Context: an optimization exercise on an open-source flow, tuned for small area, a short achievable clock period and few clock cycles. The choices shown serve that exercise and are no tape-out recipe.
Where RTL was checked, it was by simulation tests only, not by an equivalence proof against the original.
Only the layout flow was run in run 2; the RTL was not checked for function there.
No activity file was given, so power comes from the tool's default toggle rates.

==> flow/design.v (outline; a module is shown in full before it is edited, if it fits) <==
// module rtc_fields_to_epoch_seconds_unit: 1257 lines
module rtc_fields_to_epoch_seconds_unit (
  input  logic      clk,
  input  logic      rst,
  input  logic      start,
  output logic      busy,
  input  rfes_pkg::rfes_in_t  fields,
  output logic      done,
  output rfes_pkg::rfes_out_t result,
  input  logic      cfg_write,
  input  logic      cfg_index,
  input  logic      cfg_data
);
  // ...
==> flow/flow/run.sh <==
#!/bin/bash
# Standard layout, with the port buffers made of the smallest buffer cell,
# Yosys's generic fine-grained ABC pass skipped (so that the adders written as
# gates reach full-adder extraction as written), and clock tree synthesis
# without dummy loads.
set -euo pipefail
bash standard.sh SYNTH_ARGS=-noabc BUFFER_PORTS_ARGS="-buffer_cell sky130_fd_sc_hd__buf_1" \
  CTS_ARGS="-sink_clustering_enable -repair_clock_nets -buf_list sky130_fd_sc_hd__clkbuf_8 -dont_use_dummy_load" \
  finish > standard_flow.log 2>&1
==> flow/standard.sh <==
#!/bin/bash
# synth_recipe.tcl (not shown) runs the flow's synth.tcl, then flattens the netlist and writes it again
# the make line also repeats each setting of config.mk as NAME=value (left out here)
make -C /OpenROAD-flow-scripts/flow DESIGN_CONFIG=/design/flow/config.mk WORK_HOME=/design/flow/orfs CLKGATE_MAP_FILE= SYNTH_SCRIPT=/design/flow/synth_recipe.tcl "${@:-finish}"
==> flow/config.mk <==
export PLATFORM = sky130hd
export DESIGN_NAME = rtc_fields_to_epoch_seconds_unit
export DESIGN_NICKNAME = rtc_fields_to_epoch_seconds_unit
export VERILOG_FILES = /design/flow/design.v
export SDC_FILE = /design/flow/constraint.sdc
export NUM_CORES = 4
export LEC_CHECK = 0
export CAP_MARGIN = 20
export CORE_MARGIN = 2
export CORE_UTILIZATION = 40
export CTS_BUF_LIST = sky130_fd_sc_hd__clkbuf_8
export SETUP_SLACK_MARGIN = 5.0
export SLEW_MARGIN = 20
==> flow/constraint.sdc <==
create_clock -name core_clock -period 8.0 [get_ports {clk}]
set_input_delay 1.6000 -clock core_clock [delete_from_list [all_inputs] [get_ports {clk}]]
set_output_delay 1.6000 -clock core_clock [all_outputs]
set_load 0.01 [all_outputs]
==> metrics.yaml, run 1 <==
gr-total-overflow: 0
power_leader: "combinational logic"
synth_cells: 720
switching_share: 0.370
path_delay_family: "adder cells"
holdWs_ns: 0.324
synth_area_leaders: "dfxtp_1 37%, fa_1 21%, ha_1 8.6%"
syn_area_per_cell_um2: 10.2
synth_top_family_by_area: "adder cells"
syn-num-nets: 902
status: "finished clean"
nonClkBufAreaFrac: 0.0402
area_growth_pct: 9.97
total_power_mw: 2.65
fp.dieW_um: 140
p_seq_mw: 1.03
cap_viol_max_count: 0
ys.warnings.count: 1
worst_slack_ns: 5.18
detail-route-antenna-nets: 0
synthTopCellsByCount: "135 x dfxtp_1, 77 x fa_1, 75 x inv_1"
yosys.area_share.adder: 0.295
power_per_cell_area_nw_per_um2: 327
n_antenna_cell: 0
vdd_drop_max_uv: 178
final_common_cell: "dfxtp_1"
die_h_um: 140
Testbench counts, summed over its fixed seeds: cycles 2,144.
==> module rtc_fields_to_epoch_seconds_unit, before the edit <==
module rtc_fields_to_epoch_seconds_unit (
  input  logic      clk,
  input  logic      rst,
  input  logic      start,
  output logic      busy,
  input  rfes_pkg::rfes_in_t  fields,
  output logic      done,
  output rfes_pkg::rfes_out_t result,
  input  logic      cfg_write,
  input  logic      cfg_index,
  input  logic      cfg_data
);
  logic        bcd_mode;
  logic        twelve_hour_mode;
  always_ff @(posedge clk) begin
    if (rst) begin
      bcd_mode         <= 1'b1;
      twelve_hour_mode <= 1'b0;
    end else if (cfg_write) begin
      case (cfg_index)
        rfes_pkg::CFG_BCD_MODE:  bcd_mode         <= cfg_data;
        rfes_pkg::CFG_TWELVE_HR: twelve_hour_mode <= cfg_data;
        default:       bcd_mode         <= bcd_mode;
      endcase
    end
  end
  assign busy = 1'b0;
  logic [5:0]  sec6;
  logic [5:0]  min6;
  logic [4:0]  hv5;
  logic [4:0]  day5;
  logic [6:0]  yr7;
  logic [3:0]  mon4;
  logic [3:0]  h4;
  logic [4:0]  hr5;
  logic        leap;
  logic [3:0]  ml;
  logic [1:0]  fields_r;
  logic        err_sec, err_min, err_hr, err_day, err_mon, err_yr, err_all;
  logic t0;
  logic t1;
  logic t2;
  logic t3;
  logic t4;
  logic t5;
  logic t6;
  logic t7;
  logic t8;
  logic t9;
  logic t10;
  logic t11;
  logic t12;
  logic t13;
  logic t14;
  logic t15;
  logic t16;
  logic t17;
  logic t18;
  logic t19;
  logic t20;
  logic t21;
  logic t22;
  logic t23;
  logic t24;
  logic t25;
  logic t26;
  logic t27;
  logic t28;
  logic t29;
  logic t30;
  logic t31;
  logic t32;
  logic t33;
  logic t34;
  logic t35;
  logic t36;
  logic t37;
  logic t38;
  logic t39;
  logic t40;
  logic t41;
  logic t42;
  logic t43;
  logic t44;
  logic t45;
  logic t46;
  logic t47;
  logic t48;
  logic t49;
  logic t50;
  logic t51;
  logic t52;
  logic t53;
  logic t54;
  logic t55;
  logic t56;
  logic t57;
  logic t58;
  logic t59;
  logic t60;
  logic t61;
  logic t62;
  logic t63;
  logic t64;
  logic t65;
  logic t66;
  logic t67;
  logic t68;
  logic t69;
  logic t70;
  logic t71;
  logic t72;
  logic t73;
  logic t74;
  logic t75;
  logic t76;
  logic t77;
  logic t78;
  logic t79;
  logic t80;
  logic t81;
  logic t82;
  logic t83;
  logic t84;
  logic t85;
  logic t86;
  logic t87;
  logic t88;
  logic t89;
  logic t90;
  logic t91;
  logic t92;
  assign t0 = bcd_mode & fields.raw_seconds[4];
  assign t1 = bcd_mode & fields.raw_seconds[5];
  assign t2 = bcd_mode ? fields.raw_seconds[6] : fields.raw_seconds[4];
  assign t3 = ~bcd_mode & fields.raw_seconds[5];
  assign t4 = ~bcd_mode & fields.raw_seconds[6];
  assign t5 = fields.raw_seconds[3] ^ fields.raw_seconds[4];
  assign t6 = fields.raw_seconds[3] & fields.raw_seconds[4];
  assign t7 = fields.raw_seconds[5] ^ t3;
  assign t8 = fields.raw_seconds[5] & t3;
  assign t9 = fields.raw_seconds[6] ^ t4;
  assign t10 = fields.raw_seconds[6] & t4;
  assign t11 = fields.raw_seconds[1] ^ t0;
  assign t12 = fields.raw_seconds[2] ^ t1;
  assign t13 = t2 ^ t5;
  assign t14 = t7 ^ t6;
  assign t15 = t9 ^ t8;
  assign t16 = fields.raw_seconds[1] & t0;
  assign t17 = fields.raw_seconds[2] & t1;
  assign t18 = t2 & t5;
  assign t19 = t7 & t6;
  assign t20 = t9 & t8;
  assign t21 = t17 | (t12 & t16);
  assign t22 = t12 & t11;
  assign t23 = t19 | (t14 & t18);
  assign t24 = t14 & t13;
  assign t25 = t18 | (t13 & t21);
  assign t26 = t13 & t22;
  assign t27 = t23 | (t24 & t21);
  assign t28 = t24 & t22;
  assign t29 = t20 | (t15 & t27);
  assign t30 = t12 ^ t16;
  assign t31 = t13 ^ t21;
  assign t32 = t14 ^ t25;
  assign t33 = t15 ^ t27;
  assign t34 = bcd_mode & fields.raw_minutes[4];
  assign t35 = bcd_mode & fields.raw_minutes[5];
  assign t36 = bcd_mode ? fields.raw_minutes[6] : fields.raw_minutes[4];
  assign t37 = ~bcd_mode & fields.raw_minutes[5];
  assign t38 = ~bcd_mode & fields.raw_minutes[6];
  assign t39 = fields.raw_minutes[3] ^ fields.raw_minutes[4];
  assign t40 = fields.raw_minutes[3] & fields.raw_minutes[4];
  assign t41 = fields.raw_minutes[5] ^ t37;
  assign t42 = fields.raw_minutes[5] & t37;
  assign t43 = fields.raw_minutes[6] ^ t38;
  assign t44 = fields.raw_minutes[6] & t38;
  assign t45 = fields.raw_minutes[1] ^ t34;
  assign t46 = fields.raw_minutes[2] ^ t35;
  assign t47 = t36 ^ t39;
  assign t48 = t41 ^ t40;
  assign t49 = t43 ^ t42;
  assign t50 = fields.raw_minutes[1] & t34;
  assign t51 = fields.raw_minutes[2] & t35;
  assign t52 = t36 & t39;
  assign t53 = t41 & t40;
  assign t54 = t43 & t42;
  assign t55 = t51 | (t46 & t50);
  assign t56 = t46 & t45;
  assign t57 = t53 | (t48 & t52);
  assign t58 = t48 & t47;
  assign t59 = t52 | (t47 & t55);
  assign t60 = t47 & t56;
  assign t61 = t57 | (t58 & t55);
  assign t62 = t58 & t56;
  assign t63 = t54 | (t49 & t61);
  assign t64 = t46 ^ t50;
  assign t65 = t47 ^ t55;
  assign t66 = t48 ^ t59;
  assign t67 = t49 ^ t61;
  assign t68 = bcd_mode & fields.raw_monthday[4];
  assign t69 = bcd_mode & fields.raw_monthday[5];
  assign t70 = ~bcd_mode & fields.raw_monthday[4];
  assign t71 = ~bcd_mode & fields.raw_monthday[5];
  assign t72 = fields.raw_monthday[3] ^ fields.raw_monthday[4];
  assign t73 = fields.raw_monthday[3] & fields.raw_monthday[4];
  assign t74 = fields.raw_monthday[5] ^ t71;
  assign t75 = fields.raw_monthday[5] & t71;
  assign t76 = fields.raw_monthday[1] ^ t68;
  assign t77 = fields.raw_monthday[2] ^ t69;
  assign t78 = t70 ^ t72;
  assign t79 = t74 ^ t73;
  assign t80 = fields.raw_monthday[1] & t68;
  assign t81 = fields.raw_monthday[2] & t69;
  assign t82 = t70 & t72;
  assign t83 = t74 & t73;
  assign t84 = t81 | (t77 & t80);
  assign t85 = t77 & t76;
  assign t86 = t83 | (t79 & t82);
  assign t87 = t82 | (t78 & t84);
  assign t88 = t78 & t85;
  assign t89 = t86 | (t79 & t84);
  assign t90 = t77 ^ t80;
  assign t91 = t78 ^ t84;
  assign t92 = t79 ^ t87;
  assign sec6 = {t33, t32, t31, t30, t11, fields.raw_seconds[0]};
  assign min6 = {t67, t66, t65, t64, t45, fields.raw_minutes[0]};
  always_comb begin
    if (!bcd_mode) begin
      hv5 = fields.raw_hours[4:0];
    end else if (fields.raw_hours[5]) begin
      hv5 = {3'b101, fields.raw_hours[1:0]};
    end else if (fields.raw_hours[4]) begin
      hv5 = rfes_pkg::plus10(fields.raw_hours[3:0]);
    end else begin
      hv5 = {1'b0, fields.raw_hours[3:0]};
    end
  end
  assign day5 = {t92, t91, t90, t76, fields.raw_monthday[0]};
  assign yr7 = bcd_mode ? rfes_pkg::bcd_year(fields.raw_year) : fields.raw_year[6:0];
  always_comb begin
    err_sec = bcd_mode ? rfes_pkg::bcd_gt59(fields.raw_seconds) : rfes_pkg::gt8(fields.raw_seconds, 8'd59);
    err_min = bcd_mode ? rfes_pkg::bcd_gt59(fields.raw_minutes) : rfes_pkg::gt8(fields.raw_minutes, 8'd59);
    if (twelve_hour_mode) begin
      err_hr = bcd_mode ? rfes_pkg::bcd_bad_1_12(fields.raw_hours[6:0]) :
                          ((fields.raw_hours[6:0] == 7'd0) ||
                           rfes_pkg::gt8({1'b0, fields.raw_hours[6:0]}, 8'd12));
    end else begin
      err_hr = bcd_mode ? rfes_pkg::bcd_gt23(fields.raw_hours) : rfes_pkg::gt8(fields.raw_hours, 8'd23);
    end
    err_mon = bcd_mode ? (rfes_pkg::bcd_bad_1_12(fields.raw_month[6:0]) || fields.raw_month[7]) :
                         ((fields.raw_month == 8'd0) || rfes_pkg::gt8(fields.raw_month, 8'd12));
    err_yr  = bcd_mode ? rfes_pkg::bcd_gt99(fields.raw_year) : rfes_pkg::gt8(fields.raw_year, 8'd99);
  end
  always_comb begin
    if (bcd_mode && fields.raw_month[4]) begin
      mon4 = {1'b1, fields.raw_month[1], ~fields.raw_month[1], fields.raw_month[0]};
    end else begin
      mon4 = fields.raw_month[3:0];
    end
    if (bcd_mode && fields.raw_hours[4]) begin
      h4 = {1'b1, fields.raw_hours[1], ~fields.raw_hours[1], fields.raw_hours[0]};
    end else begin
      h4 = fields.raw_hours[3:0];
    end
    hr5 = twelve_hour_mode ? rfes_pkg::hour12(h4, fields.raw_hours[7]) : hv5;
    if (bcd_mode) begin
      leap = !fields.raw_year[0] && (fields.raw_year[1] == fields.raw_year[4]);
    end else begin
      leap = (fields.raw_year[1:0] == 2'b00);
    end
    ml[0] = (mon4 == 4'd2) && !leap;
    ml[1] = (mon4 == 4'd2) && leap;
    ml[2] = (mon4 == 4'd4) || (mon4 == 4'd6) || (mon4 == 4'd9) || (mon4 == 4'd11);
    ml[3] = !(ml[0] || ml[1] || ml[2]);
    err_day = (fields.raw_monthday == 8'd0) || rfes_pkg::day_gt(fields.raw_monthday, bcd_mode, ml);
    err_all = err_sec || err_min || err_hr || err_day || err_mon || err_yr;
    if (bcd_mode) begin
      fields_r = {fields.raw_year[1] ^ fields.raw_year[4], fields.raw_year[0]};
    end else begin
      fields_r = fields.raw_year[1:0];
    end
  end
  logic [3:0]  mona;
  logic [2:0]  monb;
  assign mona[0] = (mon4 == 4'd1) || (mon4 == 4'd5) || (mon4 == 4'd9);
  assign mona[1] = (mon4 == 4'd2) || (mon4 == 4'd6) || (mon4 == 4'd10);
  assign mona[2] = (mon4 == 4'd3) || (mon4 == 4'd7) || (mon4 == 4'd11);
  assign mona[3] = (mon4 == 4'd4) || (mon4 == 4'd8) || (mon4 == 4'd12);
  assign monb[0] = (mon4 == 4'd1) || (mon4 == 4'd2) || (mon4 == 4'd3) || (mon4 == 4'd4);
  assign monb[1] = (mon4 == 4'd5) || (mon4 == 4'd6) || (mon4 == 4'd7) || (mon4 == 4'd8);
  assign monb[2] = (mon4 == 4'd9) || (mon4 == 4'd10) || (mon4 == 4'd11) || (mon4 == 4'd12);
  logic        v_q;
  logic [5:0]  errs_q;
  logic        err_q;
  logic [4:0]  q_q;
  logic [1:0]  r_q;
  logic [3:0]  mona_q;   
  logic [2:0]  monb_q;   
  logic [4:0]  day_q;
  logic [4:0]  hr_q;
  logic [5:0]  min_q;
  logic [5:0]  sec_q;
  logic        leap_q;
  always_ff @(posedge clk) begin
    if (rst) begin
      v_q <= 1'b0;
    end else begin
      v_q <= start;
    end
  end
  always_ff @(posedge clk) begin
    errs_q <= {err_sec, err_min, err_hr, err_day, err_mon, err_yr};
    q_q   <= yr7[6:2];
    r_q   <= fields_r;
    mona_q <= mona;
    monb_q <= monb;
    day_q <= day5;
    hr_q  <= hr5;
    min_q <= min6;
    sec_q <= sec6;
    leap_q <= leap;
  end
  assign err_q = |errs_q;
  logic [31:0] epoch;
  logic [31:0] tab;
  logic [12:1] mon_q;
  assign mon_q[1] = mona_q[0] & monb_q[0];
  assign mon_q[2] = mona_q[1] & monb_q[0];
  assign mon_q[3] = mona_q[2] & monb_q[0];
  assign mon_q[4] = mona_q[3] & monb_q[0];
  assign mon_q[5] = mona_q[0] & monb_q[1];
  assign mon_q[6] = mona_q[1] & monb_q[1];
  assign mon_q[7] = mona_q[2] & monb_q[1];
  assign mon_q[8] = mona_q[3] & monb_q[1];
  assign mon_q[9] = mona_q[0] & monb_q[2];
  assign mon_q[10] = mona_q[1] & monb_q[2];
  assign mon_q[11] = mona_q[2] & monb_q[2];
  assign mon_q[12] = mona_q[3] & monb_q[2];
  assign tab[0] = 1'b0;
  assign tab[1] = 1'b0;
  assign tab[2] = 1'b0;
  assign tab[3] = 1'b0;
  assign tab[4] = 1'b0;
  assign tab[5] = 1'b0;
  assign tab[6] = 1'b0;
  assign tab[7] = (mon_q[1] & ~leap_q) | (mon_q[2] & leap_q) | mon_q[4] | mon_q[5] | mon_q[8] | mon_q[11] | mon_q[12];
  assign tab[8] = (mon_q[1] & ~leap_q) | mon_q[5] | mon_q[7] | mon_q[8] | mon_q[10] | mon_q[11];
  assign tab[9] = mon_q[1] | (mon_q[2] & ~leap_q) | mon_q[4] | mon_q[5] | mon_q[6] | mon_q[7] | mon_q[11];
  assign tab[10] = mon_q[3] | mon_q[5] | mon_q[6] | mon_q[10];
  assign tab[11] = mon_q[3] | mon_q[4] | mon_q[10] | mon_q[11] | mon_q[12];
  assign tab[12] = (mon_q[1] & leap_q) | (mon_q[2] & leap_q) | mon_q[5] | mon_q[6] | mon_q[12];
  assign tab[13] = (mon_q[1] & leap_q) | (mon_q[2] & ~leap_q) | mon_q[4] | mon_q[5] | mon_q[7] | mon_q[9] | mon_q[10];
  assign tab[14] = mon_q[1] | (mon_q[2] & leap_q) | mon_q[4] | mon_q[5] | mon_q[6] | mon_q[7] | mon_q[8];
  assign tab[15] = (mon_q[1] & ~leap_q) | (mon_q[2] & ~leap_q) | mon_q[3] | mon_q[5] | mon_q[6] | mon_q[10] | mon_q[11];
  assign tab[16] = (mon_q[1] & leap_q) | (mon_q[2] & ~leap_q) | mon_q[4] | mon_q[6] | mon_q[7] | mon_q[9] | mon_q[11] | mon_q[12];
  assign tab[17] = (mon_q[1] & ~leap_q) | mon_q[2] | mon_q[8] | mon_q[9] | mon_q[10] | mon_q[11] | mon_q[12];
  assign tab[18] = 1'b0;
  assign tab[19] = mon_q[1] | mon_q[3] | mon_q[5] | mon_q[7] | mon_q[9] | mon_q[11];
  assign tab[20] = mon_q[2] | mon_q[3] | mon_q[6] | mon_q[7] | mon_q[10] | mon_q[11];
  assign tab[21] = mon_q[2] | mon_q[5] | mon_q[7] | mon_q[8] | mon_q[10];
  assign tab[22] = mon_q[1] | mon_q[2] | mon_q[4] | mon_q[5] | mon_q[8] | mon_q[11];
  assign tab[23] = mon_q[3] | mon_q[4] | mon_q[5] | mon_q[9] | mon_q[10] | mon_q[11];
  assign tab[24] = mon_q[6] | mon_q[7] | mon_q[8] | mon_q[9] | mon_q[10] | mon_q[11];
  assign tab[25] = mon_q[12];
  assign tab[26] = 1'b0;
  assign tab[27] = 1'b0;
  assign tab[28] = 1'b0;
  assign tab[29] = 1'b0;
  assign tab[30] = 1'b0;
  assign tab[31] = 1'b0;
  logic t93;
  logic t94;
  logic t95;
  logic t96;
  logic t97;
  logic t98;
  logic t99;
  logic t100;
  logic t101;
  logic t102;
  logic t103;
  logic t104;
  logic t105;
  logic t106;
  logic t107;
  logic t108;
  logic t109;
  logic t110;
  logic t111;
  logic t112;
  logic t113;
  logic t114;
  logic t115;
  logic t116;
  logic t117;
  logic t118;
  logic t119;
  logic t120;
  logic t121;
  logic t122;
  logic t123;
  logic t124;
  logic t125;
  logic t126;
  logic t127;
  logic t128;
  logic t129;
  logic t130;
  logic t131;
  logic t132;
  logic t133;
  logic t134;
  logic t135;
  logic t136;
  logic t137;
  logic t138;
  logic t139;
  logic t140;
  logic t141;
  logic t142;
  logic t143;
  logic t144;
  logic t145;
  logic t146;
  logic t147;
  logic t148;
  logic t149;
  logic t150;
  logic t151;
  logic t152;
  logic t153;
  logic t154;
  logic t155;
  logic t156;
  logic t157;
  logic t158;
  logic t159;
  logic t160;
  logic t161;
  logic t162;
  logic t163;
  logic t164;
  logic t165;
  logic t166;
  logic t167;
  logic t168;
  logic t169;
  logic t170;
  logic t171;
  logic t172;
  logic t173;
  logic t174;
  logic t175;
  logic t176;
  logic t177;
  logic t178;
  logic t179;
  logic t180;
  logic t181;
  logic t182;
  logic t183;
  logic t184;
  logic t185;
  logic t186;
  logic t187;
  logic t188;
  logic t189;
  logic t190;
  logic t191;
  logic t192;
  logic t193;
  logic t194;
  logic t195;
  logic t196;
  logic t197;
  logic t198;
  logic t199;
  logic t200;
  logic t201;
  logic t202;
  logic t203;
  logic t204;
  logic t205;
  logic t206;
  logic t207;
  logic t208;
  logic t209;
  logic t210;
  logic t211;
  logic t212;
  logic t213;
  logic t214;
  logic t215;
  logic t216;
  logic t217;
  logic t218;
  logic t219;
  logic t220;
  logic t221;
  logic t222;
  logic t223;
  logic t224;
  logic t225;
  logic t226;
  logic t227;
  logic t228;
  logic t229;
  logic t230;
  logic t231;
  logic t232;
  logic t233;
  logic t234;
  logic t235;
  logic t236;
  logic t237;
  logic t238;
  logic t239;
  logic t240;
  logic t241;
  logic t242;
  logic t243;
  logic t244;
  logic t245;
  logic t246;
  logic t247;
  logic t248;
  logic t249;
  logic t250;
  logic t251;
  logic t252;
  logic t253;
  logic t254;
  logic t255;
  logic t256;
  logic t257;
  logic t258;
  logic t259;
  logic t260;
  logic t261;
  logic t262;
  logic t263;
  logic t264;
  logic t265;
  logic t266;
  logic t267;
  logic t268;
  logic t269;
  logic t270;
  logic t271;
  logic t272;
  logic t273;
  logic t274;
  logic t275;
  logic t276;
  logic t277;
  logic t278;
  logic t279;
  logic t280;
  logic t281;
  logic t282;
  logic t283;
  logic t284;
  logic t285;
  logic t286;
  logic t287;
  logic t288;
  logic t289;
  logic t290;
  logic t291;
  logic t292;
  logic t293;
  logic t294;
  logic t295;
  logic t296;
  assign t93 = ~q_q[0] ^ day_q[0];
  assign t94 = ~q_q[0] & day_q[0];
  assign t95 = ~q_q[1] ^ day_q[1] ^ day_q[0];
  assign t96 = (~q_q[1] & day_q[1]) | (day_q[0] & (~q_q[1] ^ day_q[1]));
  assign t97 = ~q_q[2] ^ day_q[2];
  assign t98 = ~q_q[2] & day_q[2];
  assign t99 = ~q_q[3] ^ day_q[3] ^ day_q[2];
  assign t100 = (~q_q[3] & day_q[3]) | (day_q[2] & (~q_q[3] ^ day_q[3]));
  assign t101 = ~q_q[4] ^ day_q[4] ^ day_q[3];
  assign t102 = (~q_q[4] & day_q[4]) | (day_q[3] & (~q_q[4] ^ day_q[4]));
  assign t103 = day_q[4] ^ day_q[0];
  assign t104 = day_q[4] & day_q[0];
  assign t105 = q_q[0] ^ day_q[1];
  assign t106 = q_q[0] & day_q[1];
  assign t107 = q_q[1] ^ day_q[2];
  assign t108 = q_q[1] & day_q[2];
  assign t109 = q_q[2] ^ day_q[3];
  assign t110 = q_q[2] & day_q[3];
  assign t111 = q_q[3] ^ day_q[4] ^ day_q[2];
  assign t112 = (q_q[3] & day_q[4]) | (day_q[2] & (q_q[3] ^ day_q[4]));
  assign t113 = q_q[4] ^ ~q_q[0];
  assign t114 = q_q[4] & ~q_q[0];
  assign t115 = hr_q[3] ^ ~min_q[5] ^ min_q[1];
  assign t116 = (hr_q[3] & ~min_q[5]) | (min_q[1] & (hr_q[3] ^ ~min_q[5]));
  assign t117 = hr_q[4] ^ min_q[2] ^ ~r_q[1];
  assign t118 = (hr_q[4] & min_q[2]) | (~r_q[1] & (hr_q[4] ^ min_q[2]));
  assign t119 = tab[8] ^ t94;
  assign t120 = tab[8] & t94;
  assign t121 = day_q[1] ^ ~hr_q[0] ^ min_q[3];
  assign t122 = (day_q[1] & ~hr_q[0]) | (min_q[3] & (day_q[1] ^ ~hr_q[0]));
  assign t123 = tab[9] ^ t97 ^ t96;
  assign t124 = (tab[9] & t97) | (t96 & (tab[9] ^ t97));
  assign t125 = ~hr_q[1] ^ min_q[4] ^ r_q[0];
  assign t126 = (~hr_q[1] & min_q[4]) | (r_q[0] & (~hr_q[1] ^ min_q[4]));
  assign t127 = tab[10] ^ t98 ^ t99;
  assign t128 = (tab[10] & t98) | (t99 & (tab[10] ^ t98));
  assign t129 = ~hr_q[2] ^ min_q[5] ^ r_q[1];
  assign t130 = (~hr_q[2] & min_q[5]) | (r_q[1] & (~hr_q[2] ^ min_q[5]));
  assign t131 = tab[11] ^ t101 ^ t100;
  assign t132 = (tab[11] & t101) | (t100 & (tab[11] ^ t101));
  assign t133 = ~hr_q[3] ^ hr_q[0] ^ ~r_q[0];
  assign t134 = (~hr_q[3] & hr_q[0]) | (~r_q[0] & (~hr_q[3] ^ hr_q[0]));
  assign t135 = tab[12] ^ t103 ^ t102;
  assign t136 = (tab[12] & t103) | (t102 & (tab[12] ^ t103));
  assign t137 = ~hr_q[4] ^ hr_q[1] ^ ~r_q[1];
  assign t138 = (~hr_q[4] & hr_q[1]) | (~r_q[1] & (~hr_q[4] ^ hr_q[1]));
  assign t139 = tab[13] ^ t105 ^ t104;
  assign t140 = (tab[13] & t105) | (t104 & (tab[13] ^ t105));
  assign t141 = day_q[0] ^ hr_q[2] ^ r_q[0];
  assign t142 = (day_q[0] & hr_q[2]) | (r_q[0] & (day_q[0] ^ hr_q[2]));
  assign t143 = tab[14] ^ t107 ^ t106;
  assign t144 = (tab[14] & t107) | (t106 & (tab[14] ^ t107));
  assign t145 = day_q[1] ^ hr_q[3] ^ r_q[1];
  assign t146 = (day_q[1] & hr_q[3]) | (r_q[1] & (day_q[1] ^ hr_q[3]));
  assign t147 = tab[15] ^ t109 ^ t108;
  assign t148 = (tab[15] & t109) | (t108 & (tab[15] ^ t109));
  assign t149 = day_q[0] ^ hr_q[4] ^ r_q[0];
  assign t150 = (day_q[0] & hr_q[4]) | (r_q[0] & (day_q[0] ^ hr_q[4]));
  assign t151 = tab[16] ^ t110 ^ t111;
  assign t152 = (tab[16] & t110) | (t111 & (tab[16] ^ t110));
  assign t153 = day_q[3] ^ day_q[1] ^ r_q[1];
  assign t154 = (day_q[3] & day_q[1]) | (r_q[1] & (day_q[3] ^ day_q[1]));
  assign t155 = tab[17] ^ t113 ^ t112;
  assign t156 = (tab[17] & t113) | (t112 & (tab[17] ^ t113));
  assign t157 = ~q_q[1] ^ day_q[4] ^ day_q[2];
  assign t158 = (~q_q[1] & day_q[4]) | (day_q[2] & (~q_q[1] ^ day_q[4]));
  assign t159 = 1'b1 ^ t114;
  assign t160 = 1'b1 & t114;
  assign t161 = ~q_q[2] ^ q_q[0] ^ day_q[3];
  assign t162 = (~q_q[2] & q_q[0]) | (day_q[3] & (~q_q[2] ^ q_q[0]));
  assign t163 = ~q_q[3] ^ q_q[1];
  assign t164 = ~q_q[3] & q_q[1];
  assign t165 = ~q_q[4] ^ q_q[2];
  assign t166 = ~q_q[4] & q_q[2];
  assign t167 = ~r_q[0] ^ tab[7];
  assign t168 = ~r_q[0] & tab[7];
  assign t169 = t95 ^ t117 ^ t116;
  assign t170 = (t95 & t117) | (t116 & (t95 ^ t117));
  assign t171 = t121 ^ t118 ^ t120;
  assign t172 = (t121 & t118) | (t120 & (t121 ^ t118));
  assign t173 = t125 ^ t122 ^ t127;
  assign t174 = (t125 & t122) | (t127 & (t125 ^ t122));
  assign t175 = t129 ^ t126 ^ t131;
  assign t176 = (t129 & t126) | (t131 & (t129 ^ t126));
  assign t177 = t133 ^ t130 ^ t135;
  assign t178 = (t133 & t130) | (t135 & (t133 ^ t130));
  assign t179 = t137 ^ t134 ^ t139;
  assign t180 = (t137 & t134) | (t139 & (t137 ^ t134));
  assign t181 = t141 ^ t138 ^ t143;
  assign t182 = (t141 & t138) | (t143 & (t141 ^ t138));
  assign t183 = t145 ^ t142 ^ t147;
  assign t184 = (t145 & t142) | (t147 & (t145 ^ t142));
  assign t185 = t149 ^ t146 ^ t148;
  assign t186 = (t149 & t146) | (t148 & (t149 ^ t146));
  assign t187 = t153 ^ t150 ^ t155;
  assign t188 = (t153 & t150) | (t155 & (t153 ^ t150));
  assign t189 = t157 ^ t154 ^ t159;
  assign t190 = (t157 & t154) | (t159 & (t157 ^ t154));
  assign t191 = tab[19] ^ t161 ^ t158;
  assign t192 = (tab[19] & t161) | (t158 & (tab[19] ^ t161));
  assign t193 = day_q[4] ^ tab[20] ^ t163;
  assign t194 = (day_q[4] & tab[20]) | (t163 & (day_q[4] ^ tab[20]));
  assign t195 = ~r_q[0] ^ tab[21] ^ t165;
  assign t196 = (~r_q[0] & tab[21]) | (t165 & (~r_q[0] ^ tab[21]));
  assign t197 = q_q[3] ^ ~r_q[1] ^ tab[22];
  assign t198 = (q_q[3] & ~r_q[1]) | (tab[22] & (q_q[3] ^ ~r_q[1]));
  assign t199 = q_q[4] ^ ~q_q[0];
  assign t200 = q_q[4] & ~q_q[0];
  assign t201 = ~min_q[0] ^ sec_q[2];
  assign t202 = ~min_q[0] & sec_q[2];
  assign t203 = ~min_q[1] ^ sec_q[3];
  assign t204 = ~min_q[1] & sec_q[3];
  assign t205 = hr_q[0] ^ ~min_q[2] ^ sec_q[4];
  assign t206 = (hr_q[0] & ~min_q[2]) | (sec_q[4] & (hr_q[0] ^ ~min_q[2]));
  assign t207 = hr_q[1] ^ ~min_q[3] ^ sec_q[5];
  assign t208 = (hr_q[1] & ~min_q[3]) | (sec_q[5] & (hr_q[1] ^ ~min_q[3]));
  assign t209 = hr_q[2] ^ ~min_q[4] ^ min_q[0];
  assign t210 = (hr_q[2] & ~min_q[4]) | (min_q[0] & (hr_q[2] ^ ~min_q[4]));
  assign t211 = t93 ^ t167 ^ t115;
  assign t212 = (t93 & t167) | (t115 & (t93 ^ t167));
  assign t213 = t168 ^ t119 ^ t169;
  assign t214 = (t168 & t119) | (t169 & (t168 ^ t119));
  assign t215 = t123 ^ t170 ^ t171;
  assign t216 = (t123 & t170) | (t171 & (t123 ^ t170));
  assign t217 = t124 ^ t172 ^ t173;
  assign t218 = (t124 & t172) | (t173 & (t124 ^ t172));
  assign t219 = t128 ^ t175 ^ t174;
  assign t220 = (t128 & t175) | (t174 & (t128 ^ t175));
  assign t221 = t132 ^ t177 ^ t176;
  assign t222 = (t132 & t177) | (t176 & (t132 ^ t177));
  assign t223 = t136 ^ t179 ^ t178;
  assign t224 = (t136 & t179) | (t178 & (t136 ^ t179));
  assign t225 = t140 ^ t181 ^ t180;
  assign t226 = (t140 & t181) | (t180 & (t140 ^ t181));
  assign t227 = t144 ^ t183 ^ t182;
  assign t228 = (t144 & t183) | (t182 & (t144 ^ t183));
  assign t229 = t151 ^ t185 ^ t184;
  assign t230 = (t151 & t185) | (t184 & (t151 ^ t185));
  assign t231 = t152 ^ t186 ^ t187;
  assign t232 = (t152 & t186) | (t187 & (t152 ^ t186));
  assign t233 = t156 ^ t189 ^ t188;
  assign t234 = (t156 & t189) | (t188 & (t156 ^ t189));
  assign t235 = t160 ^ t191 ^ t190;
  assign t236 = (t160 & t191) | (t190 & (t160 ^ t191));
  assign t237 = t162 ^ t193 ^ t192;
  assign t238 = (t162 & t193) | (t192 & (t162 ^ t193));
  assign t239 = t164 ^ t195 ^ t194;
  assign t240 = (t164 & t195) | (t194 & (t164 ^ t195));
  assign t241 = t166 ^ t197 ^ t196;
  assign t242 = (t166 & t197) | (t196 & (t166 ^ t197));
  assign t243 = tab[23] ^ t199 ^ t198;
  assign t244 = (tab[23] & t199) | (t198 & (tab[23] ^ t199));
  assign t245 = ~q_q[1] ^ tab[24] ^ t200;
  assign t246 = (~q_q[1] & tab[24]) | (t200 & (~q_q[1] ^ tab[24]));
  assign t247 = ~q_q[2] ^ r_q[0] ^ tab[25];
  assign t248 = (~q_q[2] & r_q[0]) | (tab[25] & (~q_q[2] ^ r_q[0]));
  assign t249 = ~q_q[3] ^ r_q[1];
  assign t250 = ~q_q[3] & r_q[1];
  assign t251 = ~q_q[4] ^ q_q[0] ^ 1'b1;
  assign t252 = (~q_q[4] & q_q[0]) | (1'b1 & (~q_q[4] ^ q_q[0]));
  assign t253 = 1'b1 ^ t201;
  assign t254 = t203 ^ t202;
  assign t255 = t205 ^ t204;
  assign t256 = t207 ^ t206;
  assign t257 = t209 ^ t208;
  assign t258 = t211 ^ t210;
  assign t259 = t213 ^ t212;
  assign t260 = 1'b0 ^ 1'b0;
  assign t261 = 1'b1 & t201;
  assign t262 = t203 & t202;
  assign t263 = t205 & t204;
  assign t264 = t207 & t206;
  assign t265 = t209 & t208;
  assign t266 = t211 & t210;
  assign t267 = t213 & t212;
  assign t268 = 1'b0 & 1'b0;
  assign t269 = t262 | (t254 & t261);
  assign t270 = t254 & t253;
  assign t271 = t264 | (t256 & t263);
  assign t272 = t256 & t255;
  assign t273 = t266 | (t258 & t265);
  assign t274 = t258 & t257;
  assign t275 = t268 | (t260 & t267);
  assign t276 = t263 | (t255 & t269);
  assign t277 = t255 & t270;
  assign t278 = t271 | (t272 & t269);
  assign t279 = t272 & t270;
  assign t280 = t267 | (t259 & t273);
  assign t281 = t259 & t274;
  assign t282 = t275 | (t260 & t273);
  assign t283 = t265 | (t257 & t278);
  assign t284 = t257 & t279;
  assign t285 = t273 | (t274 & t278);
  assign t286 = t274 & t279;
  assign t287 = t280 | (t281 & t278);
  assign t288 = t281 & t279;
  assign t289 = t282 | (t260 & t278);
  assign t290 = t254 ^ t261;
  assign t291 = t255 ^ t269;
  assign t292 = t256 ^ t276;
  assign t293 = t257 ^ t278;
  assign t294 = t258 ^ t283;
  assign t295 = t259 ^ t285;
  assign t296 = t260 ^ t287;
  logic        v2_q;
  logic        err2_q;
  logic        lo_q_0;
  logic        lo_q_1;
  logic        lo_q_2;
  logic        lo_q_3;
  logic        lo_q_4;
  logic        lo_q_5;
  logic        lo_q_6;
  logic        lo_q_7;
  logic        lo_q_8;
  logic        cy_q;
  logic        cs0_q_9;
  logic        cs1_q_9;
  logic        cs0_q_10;
  logic        cs1_q_10;
  logic        cs0_q_11;
  logic        cs1_q_11;
  logic        cs0_q_12;
  logic        cs1_q_12;
  logic        cs0_q_13;
  logic        cs1_q_13;
  logic        cs0_q_14;
  logic        cs1_q_14;
  logic        cs0_q_15;
  logic        cs1_q_15;
  logic        cs0_q_16;
  logic        cs1_q_16;
  logic        cs0_q_17;
  logic        cs1_q_17;
  logic        cs0_q_18;
  logic        cs1_q_18;
  logic        cs0_q_19;
  logic        cs1_q_19;
  logic        cs0_q_20;
  logic        cs1_q_20;
  logic        cs0_q_21;
  logic        cs1_q_21;
  logic        cs0_q_22;
  logic        cs1_q_22;
  logic        cs0_q_23;
  logic        cs1_q_23;
  logic        cs0_q_24;
  logic        cs1_q_24;
  logic        cs0_q_25;
  logic        cs1_q_25;
  logic        cs0_q_26;
  logic        cs1_q_26;
  logic        cs0_q_27;
  logic        cs1_q_27;
  logic        cs0_q_28;
  logic        cs1_q_28;
  logic        cs0_q_29;
  logic        cs1_q_29;
  logic        cs0_q_30;
  logic        cs0_q_31;
  always_ff @(posedge clk) begin
    if (rst) begin
      v2_q <= 1'b0;
    end else begin
      v2_q <= v_q;
    end
  end
  always_ff @(posedge clk) begin
    err2_q <= err_q;
    lo_q_0 <= sec_q[0];
    lo_q_1 <= sec_q[1];
    lo_q_2 <= t253;
    lo_q_3 <= t290;
    lo_q_4 <= t291;
    lo_q_5 <= t292;
    lo_q_6 <= t293;
    lo_q_7 <= t294;
    lo_q_8 <= t295;
    cy_q <= t296;
    cs0_q_9 <= t215;
    cs1_q_9 <= t214;
    cs0_q_10 <= t217;
    cs1_q_10 <= t216;
    cs0_q_11 <= t219;
    cs1_q_11 <= t218;
    cs0_q_12 <= t221;
    cs1_q_12 <= t220;
    cs0_q_13 <= t223;
    cs1_q_13 <= t222;
    cs0_q_14 <= t225;
    cs1_q_14 <= t224;
    cs0_q_15 <= t227;
    cs1_q_15 <= t226;
    cs0_q_16 <= t229;
    cs1_q_16 <= t228;
    cs0_q_17 <= t231;
    cs1_q_17 <= t230;
    cs0_q_18 <= t233;
    cs1_q_18 <= t232;
    cs0_q_19 <= t235;
    cs1_q_19 <= t234;
    cs0_q_20 <= t237;
    cs1_q_20 <= t236;
    cs0_q_21 <= t239;
    cs1_q_21 <= t238;
    cs0_q_22 <= t241;
    cs1_q_22 <= t240;
    cs0_q_23 <= t243;
    cs1_q_23 <= t242;
    cs0_q_24 <= t245;
    cs1_q_24 <= t244;
    cs0_q_25 <= t247;
    cs1_q_25 <= t246;
    cs0_q_26 <= t249;
    cs1_q_26 <= t248;
    cs0_q_27 <= t251;
    cs1_q_27 <= t250;
    cs0_q_28 <= q_q[1];
    cs1_q_28 <= t252;
    cs0_q_29 <= q_q[2];
    cs1_q_29 <= 1'b1;
    cs0_q_30 <= q_q[3];
    cs0_q_31 <= q_q[4];
  end
  logic t297;
  logic t298;
  logic t299;
  logic t300;
  logic t301;
  logic t302;
  logic t303;
  logic t304;
  logic t305;
  logic t306;
  logic t307;
  logic t308;
  logic t309;
  logic t310;
  logic t311;
  logic t312;
  logic t313;
  logic t314;
  logic t315;
  logic t316;
  logic t317;
  logic t318;
  logic t319;
  logic t320;
  logic t321;
  logic t322;
  logic t323;
  logic t324;
  logic t325;
  logic t326;
  logic t327;
  logic t328;
  logic t329;
  logic t330;
  logic t331;
  logic t332;
  logic t333;
  logic t334;
  logic t335;
  logic t336;
  logic t337;
  logic t338;
  logic t339;
  logic t340;
  logic t341;
  logic t342;
  logic t343;
  logic t344;
  logic t345;
  logic t346;
  logic t347;
  logic t348;
  logic t349;
  logic t350;
  logic t351;
  logic t352;
  logic t353;
  logic t354;
  logic t355;
  logic t356;
  logic t357;
  logic t358;
  logic t359;
  logic t360;
  logic t361;
  logic t362;
  logic t363;
  logic t364;
  logic t365;
  logic t366;
  logic t367;
  logic t368;
  logic t369;
  logic t370;
  logic t371;
  logic t372;
  logic t373;
  logic t374;
  logic t375;
  logic t376;
  logic t377;
  logic t378;
  logic t379;
  logic t380;
  logic t381;
  logic t382;
  logic t383;
  logic t384;
  logic t385;
  logic t386;
  logic t387;
  logic t388;
  logic t389;
  logic t390;
  logic t391;
  logic t392;
  logic t393;
  logic t394;
  logic t395;
  logic t396;
  logic t397;
  logic t398;
  logic t399;
  logic t400;
  logic t401;
  logic t402;
  logic t403;
  logic t404;
  logic t405;
  logic t406;
  logic t407;
  logic t408;
  logic t409;
  logic t410;
  logic t411;
  logic t412;
  logic t413;
  logic t414;
  logic t415;
  logic t416;
  logic t417;
  logic t418;
  logic t419;
  logic t420;
  logic t421;
  logic t422;
  logic t423;
  logic t424;
  logic t425;
  logic t426;
  logic t427;
  logic t428;
  logic t429;
  logic t430;
  logic t431;
  logic t432;
  logic t433;
  logic t434;
  logic t435;
  logic t436;
  logic t437;
  logic t438;
  logic t439;
  logic t440;
  logic t441;
  logic t442;
  logic t443;
  logic t444;
  logic t445;
  logic t446;
  logic t447;
  logic t448;
  logic t449;
  logic t450;
  logic t451;
  logic t452;
  logic t453;
  logic t454;
  logic t455;
  logic t456;
  logic t457;
  logic t458;
  logic t459;
  logic t460;
  logic t461;
  logic t462;
  logic t463;
  logic t464;
  logic t465;
  logic t466;
  logic t467;
  assign t297 = cy_q ^ cy_q;
  assign t298 = cs0_q_9 ^ cs1_q_9;
  assign t299 = cs0_q_10 ^ cs1_q_10;
  assign t300 = cs0_q_11 ^ cs1_q_11;
  assign t301 = cs0_q_12 ^ cs1_q_12;
  assign t302 = cs0_q_13 ^ cs1_q_13;
  assign t303 = cs0_q_14 ^ cs1_q_14;
  assign t304 = cs0_q_15 ^ cs1_q_15;
  assign t305 = cs0_q_16 ^ cs1_q_16;
  assign t306 = cs0_q_17 ^ cs1_q_17;
  assign t307 = cs0_q_18 ^ cs1_q_18;
  assign t308 = cs0_q_19 ^ cs1_q_19;
  assign t309 = cs0_q_20 ^ cs1_q_20;
  assign t310 = cs0_q_21 ^ cs1_q_21;
  assign t311 = cs0_q_22 ^ cs1_q_22;
  assign t312 = cs0_q_23 ^ cs1_q_23;
  assign t313 = cs0_q_24 ^ cs1_q_24;
  assign t314 = cs0_q_25 ^ cs1_q_25;
  assign t315 = cs0_q_26 ^ cs1_q_26;
  assign t316 = cs0_q_27 ^ cs1_q_27;
  assign t317 = cs0_q_28 ^ cs1_q_28;
  assign t318 = cs0_q_29 ^ cs1_q_29;
  assign t319 = cs0_q_30 ^ 1'b0;
  assign t320 = cs0_q_31 ^ 1'b0;
  assign t321 = cy_q & cy_q;
  assign t322 = cs0_q_9 & cs1_q_9;
  assign t323 = cs0_q_10 & cs1_q_10;
  assign t324 = cs0_q_11 & cs1_q_11;
  assign t325 = cs0_q_12 & cs1_q_12;
  assign t326 = cs0_q_13 & cs1_q_13;
  assign t327 = cs0_q_14 & cs1_q_14;
  assign t328 = cs0_q_15 & cs1_q_15;
  assign t329 = cs0_q_16 & cs1_q_16;
  assign t330 = cs0_q_17 & cs1_q_17;
  assign t331 = cs0_q_18 & cs1_q_18;
  assign t332 = cs0_q_19 & cs1_q_19;
  assign t333 = cs0_q_20 & cs1_q_20;
  assign t334 = cs0_q_21 & cs1_q_21;
  assign t335 = cs0_q_22 & cs1_q_22;
  assign t336 = cs0_q_23 & cs1_q_23;
  assign t337 = cs0_q_24 & cs1_q_24;
  assign t338 = cs0_q_25 & cs1_q_25;
  assign t339 = cs0_q_26 & cs1_q_26;
  assign t340 = cs0_q_27 & cs1_q_27;
  assign t341 = cs0_q_28 & cs1_q_28;
  assign t342 = cs0_q_29 & cs1_q_29;
  assign t343 = cs0_q_30 & 1'b0;
  assign t344 = cs0_q_31 & 1'b0;
  assign t345 = t322 | (t298 & t321);
  assign t346 = t298 & t297;
  assign t347 = t324 | (t300 & t323);
  assign t348 = t300 & t299;
  assign t349 = t326 | (t302 & t325);
  assign t350 = t302 & t301;
  assign t351 = t328 | (t304 & t327);
  assign t352 = t304 & t303;
  assign t353 = t330 | (t306 & t329);
  assign t354 = t306 & t305;
  assign t355 = t332 | (t308 & t331);
  assign t356 = t308 & t307;
  assign t357 = t334 | (t310 & t333);
  assign t358 = t310 & t309;
  assign t359 = t336 | (t312 & t335);
  assign t360 = t312 & t311;
  assign t361 = t338 | (t314 & t337);
  assign t362 = t314 & t313;
  assign t363 = t340 | (t316 & t339);
  assign t364 = t316 & t315;
  assign t365 = t342 | (t318 & t341);
  assign t366 = t318 & t317;
  assign t367 = t344 | (t320 & t343);
  assign t368 = t323 | (t299 & t345);
  assign t369 = t299 & t346;
  assign t370 = t347 | (t348 & t345);
  assign t371 = t348 & t346;
  assign t372 = t327 | (t303 & t349);
  assign t373 = t303 & t350;
  assign t374 = t351 | (t352 & t349);
  assign t375 = t352 & t350;
  assign t376 = t331 | (t307 & t353);
  assign t377 = t307 & t354;
  assign t378 = t355 | (t356 & t353);
  assign t379 = t356 & t354;
  assign t380 = t335 | (t311 & t357);
  assign t381 = t311 & t358;
  assign t382 = t359 | (t360 & t357);
  assign t383 = t360 & t358;
  assign t384 = t339 | (t315 & t361);
  assign t385 = t315 & t362;
  assign t386 = t363 | (t364 & t361);
  assign t387 = t364 & t362;
  assign t388 = t343 | (t319 & t365);
  assign t389 = t319 & t366;
  assign t390 = t367 | (t320 & t365);
  assign t391 = t325 | (t301 & t370);
  assign t392 = t301 & t371;
  assign t393 = t349 | (t350 & t370);
  assign t394 = t350 & t371;
  assign t395 = t372 | (t373 & t370);
  assign t396 = t373 & t371;
  assign t397 = t374 | (t375 & t370);
  assign t398 = t375 & t371;
  assign t399 = t333 | (t309 & t378);
  assign t400 = t309 & t379;
  assign t401 = t357 | (t358 & t378);
  assign t402 = t358 & t379;
  assign t403 = t380 | (t381 & t378);
  assign t404 = t381 & t379;
  assign t405 = t382 | (t383 & t378);
  assign t406 = t383 & t379;
  assign t407 = t341 | (t317 & t386);
  assign t408 = t317 & t387;
  assign t409 = t365 | (t366 & t386);
  assign t410 = t366 & t387;
  assign t411 = t388 | (t389 & t386);
  assign t412 = t389 & t387;
  assign t413 = t390 | (t320 & t386);
  assign t414 = t329 | (t305 & t397);
  assign t415 = t305 & t398;
  assign t416 = t353 | (t354 & t397);
  assign t417 = t354 & t398;
  assign t418 = t376 | (t377 & t397);
  assign t419 = t377 & t398;
  assign t420 = t378 | (t379 & t397);
  assign t421 = t379 & t398;
  assign t422 = t399 | (t400 & t397);
  assign t423 = t400 & t398;
  assign t424 = t401 | (t402 & t397);
  assign t425 = t402 & t398;
  assign t426 = t403 | (t404 & t397);
  assign t427 = t404 & t398;
  assign t428 = t405 | (t406 & t397);
  assign t429 = t406 & t398;
  assign t430 = t337 | (t313 & t428);
  assign t431 = t313 & t429;
  assign t432 = t361 | (t362 & t428);
  assign t433 = t362 & t429;
  assign t434 = t384 | (t385 & t428);
  assign t435 = t385 & t429;
  assign t436 = t386 | (t387 & t428);
  assign t437 = t387 & t429;
  assign t438 = t407 | (t408 & t428);
  assign t439 = t408 & t429;
  assign t440 = t409 | (t410 & t428);
  assign t441 = t410 & t429;
  assign t442 = t411 | (t412 & t428);
  assign t443 = t412 & t429;
  assign t444 = t413 | (t320 & t428);
  assign t445 = t298 ^ t321;
  assign t446 = t299 ^ t345;
  assign t447 = t300 ^ t368;
  assign t448 = t301 ^ t370;
  assign t449 = t302 ^ t391;
  assign t450 = t303 ^ t393;
  assign t451 = t304 ^ t395;
  assign t452 = t305 ^ t397;
  assign t453 = t306 ^ t414;
  assign t454 = t307 ^ t416;
  assign t455 = t308 ^ t418;
  assign t456 = t309 ^ t420;
  assign t457 = t310 ^ t422;
  assign t458 = t311 ^ t424;
  assign t459 = t312 ^ t426;
  assign t460 = t313 ^ t428;
  assign t461 = t314 ^ t430;
  assign t462 = t315 ^ t432;
  assign t463 = t316 ^ t434;
  assign t464 = t317 ^ t436;
  assign t465 = t318 ^ t438;
  assign t466 = t319 ^ t440;
  assign t467 = t320 ^ t442;
  assign epoch = {t467, t466, t465, t464, t463, t462, t461, t460, t459, t458, t457, t456, t455, t454, t453, t452, t451, t450, t449, t448, t447, t446, t445, lo_q_8, lo_q_7, lo_q_6, lo_q_5, lo_q_4, lo_q_3, lo_q_2, lo_q_1, lo_q_0};
  logic        v3_q;
  logic [32:0] res_q;
  always_ff @(posedge clk) begin
    if (rst) begin
      v3_q <= 1'b0;
    end else begin
      v3_q <= v2_q;
    end
  end
  always_ff @(posedge clk) begin
    res_q <= {epoch, err2_q};
  end
  assign done   = v3_q;
  assign result = res_q;
endmodule
==> run 2, diff against run 1 <==
--- a/flow/design.v
+++ b/flow/design.v
@@ -374,6 +374,208 @@
       default: bcd_year = 7'd0;
     endcase
   endfunction
+  function automatic logic [5:0] bcd_sm(input logic [6:0] b);
+    case (b)
+      7'h00: bcd_sm = 6'd0;
+      7'h01: bcd_sm = 6'd1;
+      7'h02: bcd_sm = 6'd2;
+      7'h03: bcd_sm = 6'd3;
+      7'h04: bcd_sm = 6'd4;
+      7'h05: bcd_sm = 6'd5;
+      7'h06: bcd_sm = 6'd6;
+      7'h07: bcd_sm = 6'd7;
+      7'h08: bcd_sm = 6'd8;
+      7'h09: bcd_sm = 6'd9;
+      7'h0a: bcd_sm = 6'd10;
+      7'h0b: bcd_sm = 6'd11;
+      7'h0c: bcd_sm = 6'd12;
+      7'h0d: bcd_sm = 6'd13;
+      7'h0e: bcd_sm = 6'd14;
+      7'h0f: bcd_sm = 6'd15;
+      7'h10: bcd_sm = 6'd10;
+      7'h11: bcd_sm = 6'd11;
+      7'h12: bcd_sm = 6'd12;
+      7'h13: bcd_sm = 6'd13;
+      7'h14: bcd_sm = 6'd14;
+      7'h15: bcd_sm = 6'd15;
+      7'h16: bcd_sm = 6'd16;
+      7'h17: bcd_sm = 6'd17;
+      7'h18: bcd_sm = 6'd18;
+      7'h19: bcd_sm = 6'd19;
+      7'h1a: bcd_sm = 6'd20;
+      7'h1b: bcd_sm = 6'd21;
+      7'h1c: bcd_sm = 6'd22;
+      7'h1d: bcd_sm = 6'd23;
+      7'h1e: bcd_sm = 6'd24;
+      7'h1f: bcd_sm = 6'd25;
+      7'h20: bcd_sm = 6'd20;
+      7'h21: bcd_sm = 6'd21;
+      7'h22: bcd_sm = 6'd22;
+      7'h23: bcd_sm = 6'd23;
+      7'h24: bcd_sm = 6'd24;
+      7'h25: bcd_sm = 6'd25;
+      7'h26: bcd_sm = 6'd26;
+      7'h27: bcd_sm = 6'd27;
+      7'h28: bcd_sm = 6'd28;
+      7'h29: bcd_sm = 6'd29;
+      7'h2a: bcd_sm = 6'd30;
+      7'h2b: bcd_sm = 6'd31;
+      7'h2c: bcd_sm = 6'd32;
+      7'h2d: bcd_sm = 6'd33;
+      7'h2e: bcd_sm = 6'd34;
+      7'h2f: bcd_sm = 6'd35;
+      7'h30: bcd_sm = 6'd30;
+      7'h31: bcd_sm = 6'd31;
+      7'h32: bcd_sm = 6'd32;
+      7'h33: bcd_sm = 6'd33;
+      7'h34: bcd_sm = 6'd34;
+      7'h35: bcd_sm = 6'd35;
+      7'h36: bcd_sm = 6'd36;
+      7'h37: bcd_sm = 6'd37;
+      7'h38: bcd_sm = 6'd38;
+      7'h39: bcd_sm = 6'd39;
+      7'h3a: bcd_sm = 6'd40;
+      7'h3b: bcd_sm = 6'd41;
+      7'h3c: bcd_sm = 6'd42;
+      7'h3d: bcd_sm = 6'd43;
+      7'h3e: bcd_sm = 6'd44;
+      7'h3f: bcd_sm = 6'd45;
+      7'h40: bcd_sm = 6'd40;
+      7'h41: bcd_sm = 6'd41;
+      7'h42: bcd_sm = 6'd42;
+      7'h43: bcd_sm = 6'd43;
+      7'h44: bcd_sm = 6'd44;
+      7'h45: bcd_sm = 6'd45;
+      7'h46: bcd_sm = 6'd46;
+      7'h47: bcd_sm = 6'd47;
+      7'h48: bcd_sm = 6'd48;
+      7'h49: bcd_sm = 6'd49;
+      7'h4a: bcd_sm = 6'd50;
+      7'h4b: bcd_sm = 6'd51;
+      7'h4c: bcd_sm = 6'd52;
+      7'h4d: bcd_sm = 6'd53;
+      7'h4e: bcd_sm = 6'd54;
+      7'h4f: bcd_sm = 6'd55;
+      7'h50: bcd_sm = 6'd50;
+      7'h51: bcd_sm = 6'd51;
+      7'h52: bcd_sm = 6'd52;
+      7'h53: bcd_sm = 6'd53;
+      7'h54: bcd_sm = 6'd54;
+      7'h55: bcd_sm = 6'd55;
+      7'h56: bcd_sm = 6'd56;
+      7'h57: bcd_sm = 6'd57;
+      7'h58: bcd_sm = 6'd58;
+      7'h59: bcd_sm = 6'd59;
+      7'h5a: bcd_sm = 6'd60;
+      7'h5b: bcd_sm = 6'd61;
+      7'h5c: bcd_sm = 6'd62;
+      7'h5d: bcd_sm = 6'd63;
+      7'h5e: bcd_sm = 6'd0;
+      7'h5f: bcd_sm = 6'd1;
+      7'h60: bcd_sm = 6'd60;
+      7'h61: bcd_sm = 6'd61;
+      7'h62: bcd_sm = 6'd62;
+      7'h63: bcd_sm = 6'd63;
+      7'h64: bcd_sm = 6'd0;
+      7'h65: bcd_sm = 6'd1;
+      7'h66: bcd_sm = 6'd2;
+      7'h67: bcd_sm = 6'd3;
+      7'h68: bcd_sm = 6'd4;
+      7'h69: bcd_sm = 6'd5;
+      7'h6a: bcd_sm = 6'd6;
+      7'h6b: bcd_sm = 6'd7;
+      7'h6c: bcd_sm = 6'd8;
+      7'h6d: bcd_sm = 6'd9;
+      7'h6e: bcd_sm = 6'd10;
+      7'h6f: bcd_sm = 6'd11;
+      7'h70: bcd_sm = 6'd6;
+      7'h71: bcd_sm = 6'd7;
+      7'h72: bcd_sm = 6'd8;
+      7'h73: bcd_sm = 6'd9;
+      7'h74: bcd_sm = 6'd10;
+      7'h75: bcd_sm = 6'd11;
+      7'h76: bcd_sm = 6'd12;
+      7'h77: bcd_sm = 6'd13;
+      7'h78: bcd_sm = 6'd14;
+      7'h79: bcd_sm = 6'd15;
+      7'h7a: bcd_sm = 6'd16;
+      7'h7b: bcd_sm = 6'd17;
+      7'h7c: bcd_sm = 6'd18;
+      7'h7d: bcd_sm = 6'd19;
+      7'h7e: bcd_sm = 6'd20;
+      7'h7f: bcd_sm = 6'd21;
+      default: bcd_sm = 6'd0;
+    endcase
+  endfunction
+  function automatic logic [4:0] bcd_day(input logic [5:0] b);
+    case (b)
+      6'h00: bcd_day = 5'd0;
+      6'h01: bcd_day = 5'd1;
+      6'h02: bcd_day = 5'd2;
+      6'h03: bcd_day = 5'd3;
+      6'h04: bcd_day = 5'd4;
+      6'h05: bcd_day = 5'd5;
+      6'h06: bcd_day = 5'd6;
+      6'h07: bcd_day = 5'd7;
+      6'h08: bcd_day = 5'd8;
+      6'h09: bcd_day = 5'd9;
+      6'h0a: bcd_day = 5'd10;
+      6'h0b: bcd_day = 5'd11;
+      6'h0c: bcd_day = 5'd12;
+      6'h0d: bcd_day = 5'd13;
+      6'h0e: bcd_day = 5'd14;
+      6'h0f: bcd_day = 5'd15;
+      6'h10: bcd_day = 5'd10;
+      6'h11: bcd_day = 5'd11;
+      6'h12: bcd_day = 5'd12;
+      6'h13: bcd_day = 5'd13;
+      6'h14: bcd_day = 5'd14;
+      6'h15: bcd_day = 5'd15;
+      6'h16: bcd_day = 5'd16;
+      6'h17: bcd_day = 5'd17;
+      6'h18: bcd_day = 5'd18;
+      6'h19: bcd_day = 5'd19;
+      6'h1a: bcd_day = 5'd20;
+      6'h1b: bcd_day = 5'd21;
+      6'h1c: bcd_day = 5'd22;
+      6'h1d: bcd_day = 5'd23;
+      6'h1e: bcd_day = 5'd24;
+      6'h1f: bcd_day = 5'd25;
+      6'h20: bcd_day = 5'd20;
+      6'h21: bcd_day = 5'd21;
+      6'h22: bcd_day = 5'd22;
+      6'h23: bcd_day = 5'd23;
+      6'h24: bcd_day = 5'd24;
+      6'h25: bcd_day = 5'd25;
+      6'h26: bcd_day = 5'd26;
+      6'h27: bcd_day = 5'd27;
+      6'h28: bcd_day = 5'd28;
+      6'h29: bcd_day = 5'd29;
+      6'h2a: bcd_day = 5'd30;
+      6'h2b: bcd_day = 5'd31;
+      6'h2c: bcd_day = 5'd0;
+      6'h2d: bcd_day = 5'd1;
+      6'h2e: bcd_day = 5'd2;
+      6'h2f: bcd_day = 5'd3;
+      6'h30: bcd_day = 5'd30;
+      6'h31: bcd_day = 5'd31;
+      6'h32: bcd_day = 5'd0;
+      6'h33: bcd_day = 5'd1;
+      6'h34: bcd_day = 5'd2;
+      6'h35: bcd_day = 5'd3;
+      6'h36: bcd_day = 5'd4;
+      6'h37: bcd_day = 5'd5;
+      6'h38: bcd_day = 5'd6;
+      6'h39: bcd_day = 5'd7;
+      6'h3a: bcd_day = 5'd8;
+      6'h3b: bcd_day = 5'd9;
+      6'h3c: bcd_day = 5'd10;
+      6'h3d: bcd_day = 5'd11;
+      6'h3e: bcd_day = 5'd12;
+      6'h3f: bcd_day = 5'd13;
+      default: bcd_day = 5'd0;
+    endcase
+  endfunction
 endpackage
 module rtc_fields_to_epoch_seconds_unit (
   input  logic      clk,
@@ -650,7 +852,7 @@
     ml[1] = (mon4 == 4'd2) && leap;
     ml[2] = (mon4 == 4'd4) || (mon4 == 4'd6) || (mon4 == 4'd9) || (mon4 == 4'd11);
     ml[3] = !(ml[0] || ml[1] || ml[2]);
-    err_day = (fields.raw_monthday == 8'd0) || rfes_pkg::day_gt(fields.raw_monthday, bcd_mode, ml);
+    err_day = (fields.raw_monthday == 8'd0) || rfes_pkg::day_gt(fields.raw_monthday, bcd_mode, 4'b1000);
     err_all = err_sec || err_min || err_hr || err_day || err_mon || err_yr;
     if (bcd_mode) begin
       fields_r = {fields.raw_year[1] ^ fields.raw_year[4], fields.raw_year[0]};
@@ -698,10 +900,13 @@
     sec_q <= sec6;
     leap_q <= leap;
   end
-  assign err_q = |errs_q;
+  logic [12:1] mon_q;
+  logic        err_ml;
+  assign err_ml = (mon_q[2] && !leap_q && (day_q > 5'd28)) || (mon_q[2] && leap_q && (day_q > 5'd29)) ||
+                  ((mon_q[4] || mon_q[6] || mon_q[9] || mon_q[11]) && (day_q == 5'd31));
+  assign err_q  = (|errs_q) || err_ml;
   logic [31:0] epoch;
   logic [31:0] tab;
-  logic [12:1] mon_q;
   assign mon_q[1] = mona_q[0] & monb_q[0];
   assign mon_q[2] = mona_q[1] & monb_q[0];
   assign mon_q[3] = mona_q[2] & monb_q[0];
==> run 2 against run 1 <==
Against the previous run: combinational power barely moved; die area grew 0.25%; routed wire length fell by 2.4%; sequential share of layout area decreased by 0.13 points; fmax rose by 0.51%; still clean; clock skew down 0.010 ns; largest cell class unchanged; largest power group unchanged; register-to-register slack got worse by 0.03 ns; critical path type is now flop to flop.
==> metrics.yaml, run 2 <==
drt_iter0_markers: 286  # was 183
post_cts_buffers: 0  # unchanged
cap_viol_max_count: 0  # unchanged
syn_area_per_cell_um2: 10.4  # was 10.2 um^2
cts.path.max_buffers: 2  # unchanged
ys_types: 65  # was 64
syn-num-nets: 890  # was 902
die_h_um: 140  # about the same
final_max_slew_viol_count: 0  # unchanged
dieArea_um2: 19600  # about the same
synth_top_cell_by_area: "dfxtp_1"  # unchanged
hp-class: "flop to flop"  # unchanged
final_cell_mix: "134 x dfxtp_1, 87 x buf_1, 78 x inv_1"  # was 134 x dfxtp_1, 87 x buf_1, 76 x fa_1
p_seq_frac: 0.384  # was 0.388
final_common_cell: "dfxtp_1"  # unchanged
dpl-instance-area_um2: 7910  # was 7880 um^2
final_area_um2: 8150  # was 8120 um^2
total_power_mw: 2.67  # was 2.65 mW
switching_share: 0.377  # was 0.370
cts_tree: "done"  # unchanged
finish.utilization: 0.451  # was 0.450
rsz0062_at_grt: "no"  # unchanged
setup_viol: 0  # unchanged
ys_seq_area_frac: 0.365  # was 0.366
clock_sinks: 135  # unchanged
vdd_drop_max_uv: 116  # was 178 uV
h-tree-depth: 4  # unchanged
place_hpwl_mm: 11.0  # was 11.2 mm
post-route-period-util: 0.351  # was 0.353
grt_usage: 0.153  # was 0.154
fp.dieW_um: 140  # about the same
critPathArrivalTime_ns: 3.12  # was 3.16 ns
ys_ff_latch: 135  # unchanged
multi_input_area_um2: 4300  # was 4280 um^2
synthTopCellsByCount: "135 x dfxtp_1, 78 x inv_1, 77 x fa_1"  # was 135 x dfxtp_1, 77 x fa_1, 75 x inv_1
wl_per_cell_um: 13.7  # was 13.9 um
critPathKind: "flop to flop"  # was input pin to flop
worst_slew_pin_slew_ns: 0.619  # was 0.618 ns
drt-total-wl_mm: 13.9  # was 14.2 mm
async_flop_share: 0  # unchanged
worstPathMaxFanout: 15  # was 6
hold_viol_final: 0  # unchanged
fmax_mhz: 356  # was 354 MHz
vias_per_cell: 4.81  # was 4.92
grt_pass1_vias: 4798  # was 4933
fin_skew_ns: 0.0214  # was 0.0315 ns
grt_pass1_wl_mm: 23.7  # was 23.9 mm
ys.warnings.count: 1  # unchanged
startpoint_type: "flop"  # was input pin
insertion_delay_ns: 0.45  # was 0.44 ns
largest_register: "res_q"  # unchanged
path_clk_slew_ns: 0.06  # was 0.07 ns
io_buffers: 87  # unchanged
synth_cells: 708  # was 720
power_leakage_nw: 3.62  # was 3.57 nW
num_vias: 4879  # was 5041
final_nets: 969  # was 979
area_growth_pct: 10.1  # was 9.97%
n_antenna_cell: 0  # unchanged
clkPwrFrac: 0.147  # was 0.149
antenna_found_initial: 0  # unchanged
ys_dominant_reg_cell: "dfxtp_1"  # unchanged
syn_area_um2: 7400  # was 7380 um^2
combPwrFrac: 0.469  # was 0.463
tns_ns: 0  # unchanged
end_kind: "flop"  # unchanged
cts-root-buf: "clkbuf_8"  # unchanged
p_int_mw: 1.66  # was 1.67 mW
io_pins: 89  # unchanged
p_switching_mw: 1.01  # was 981 uW
detail-route-antenna-nets: 0  # unchanged
gr-total-overflow: 0  # unchanged
synth_top_area_share: 0.365  # was 0.366
numCtsBuffers: 17  # unchanged
synth-edff-count: 0  # unchanged
synth_area_leaders: "dfxtp_1 37%, fa_1 21%, ha_1 8.6%"  # unchanged
drtPass1Iterations: 23  # was 4
initial_core_util: 0.409  # about the same
fill_cells: 1722  # was 1778
drc: 0  # unchanged
core_um2: 18100  # was 18000 um^2
place_congestion: 0.923  # was 0.853
max_slew_margin: 0.587  # was 0.588
power_per_cell_area_nw_per_um2: 328  # was 327 nW/um^2
period_minus_slack_ns: 2.81  # was 2.82 ns
required_ns: 8.32  # was 8.34 ns
regArea_um2: 2700  # unchanged
largest_register_ffs: 33  # unchanged
grt_max_degree: 24  # was 37
rows: 49  # unchanged
synth_most_common_cell: "dfxtp_1"  # unchanged
status: "finished clean"  # unchanged
layout-drive-gt1-share: 0.0446  # was 0.0340
run 2: cell types whose count changed after synthesis, sizes merged, moves of 4 or more:
cell    previous run  this run
a21boi             1         6
a21oi             43        38
and2              14        10
nand2             40        52
nor2              47        35
o21ai             46        35
run 2: cell type report:
cell class / count / share of cell area
Inverter: 78 / 0.0359
Multi-Input combinational cell: 467 / 0.527
Sequential cell: 135 / 0.332
Timing Repair Buffer: 88 / 0.0410
Tap cell: 229 / 0.0352
Clock buffer: 17 / 0.0287
run 2: power groups by stage:
stage | clock, mW | combinational [mW] | sequential [mW]
global route | 0.445 | 1.46 | 1.05
detailed placement | 0 | 1.26 | 1.05
finish | 0.393 | 1.25 | 1.03
CTS | 0.413 | 1.27 | 1.03
floorplan | 0 | 0.922 | 1.05
global placement | 0 | 1.25 | 1.04
run 2: logic make-up (layout without fill, tap and decap cells):
group,after synthesis,in the layout,synth area share
muxes,3,3,0.00406
DFF,135,135,0.365
other,1,1,0.000507
buffers and inverters,106,183,0.0543
AOI/OAI and AO/OA,151,151,0.143
adders and majority gates,130,130,0.297
xor gates and xnor gates,33,33,0.0391
and+or+nand+nor,149,149,0.0964
run 2: repair_timing:
item	CTS	global route
endpoints found under the hold margin	0	0
gates resized for setup	0	1
setup endpoints to repair	0	2
hold buffers	0	0
run 2: routing by layer:
layer  track usage  share of wire
met3        0.0414          0.039
met4        0.0617          0.020
met1         0.213           0.50
met5             0              0
met2         0.228           0.44
run 2: through the flow:
step	hold slack, ns	cells	setup slack [ns]
floorplan	0.310	708	5.00
global placement	0.310	997	4.83
detailed placement	0.312	997	4.79
CTS	0.327	1014	5.18
global route	0.331	1014	5.04
finish	0.325	1014	5.19
run 2: final timing paths:
kind                       to  slack, ns               from  depth (start not counted)
max          cs0_q_15$_DFF_P_       5.19  mona_q[0]$_DFF_P_                          6
min          res_q[1]$_DFF_P_       0.32     lo_q_0$_DFF_P_                          0
max reg2reg  cs0_q_15$_DFF_P_       5.19  mona_q[0]$_DFF_P_                          6
min reg2reg  res_q[1]$_DFF_P_       0.32     lo_q_0$_DFF_P_                          0
run 2: worst max-delay path: stages (launching register included):
cell	delay, ns
dfxtp_1	0.62
nor2_1	0.11
o21ai_0	0.40
nand3b_1	0.21
fa_1	0.42
fa_1	0.51
fa_1	0.41

what the ideal ports hide:
The results above use ideal ports. As a check the final layouts listed here were re-extracted and re-timed, cells and wires unchanged.
Step 1, drivers: a clkbuf_16 drives clk and a buf_2 each remaining input, both assumed.
Step 2 moves the port delays by t, midway between the first and last clock arrival at a register: inputs arrive t later, outputs are due t later. That takes back most of the time a late clock gives input paths.
a / b / c = ideal / step 1 / step 2; a / b = the first two.
run | shift t [ns] | setup slack, ns | hold slack, ns | worst register clock-pin slew, ns
run 1 | 0.458 | 5.179 / 5.194 / 4.736 | 0.324 / 0.324 / 0.324 | 0.08 / 0.08
run 2 | 0.473 | 5.193 / 5.193 / 4.795 | 0.325 / 0.325 / 0.325 | 0.07 / 0.07
After both steps setup and hold are still met in every run listed. For run 1, which loses most, drivers alone change the setup slack by +0.015 ns; drivers and shift together by -0.443 ns.
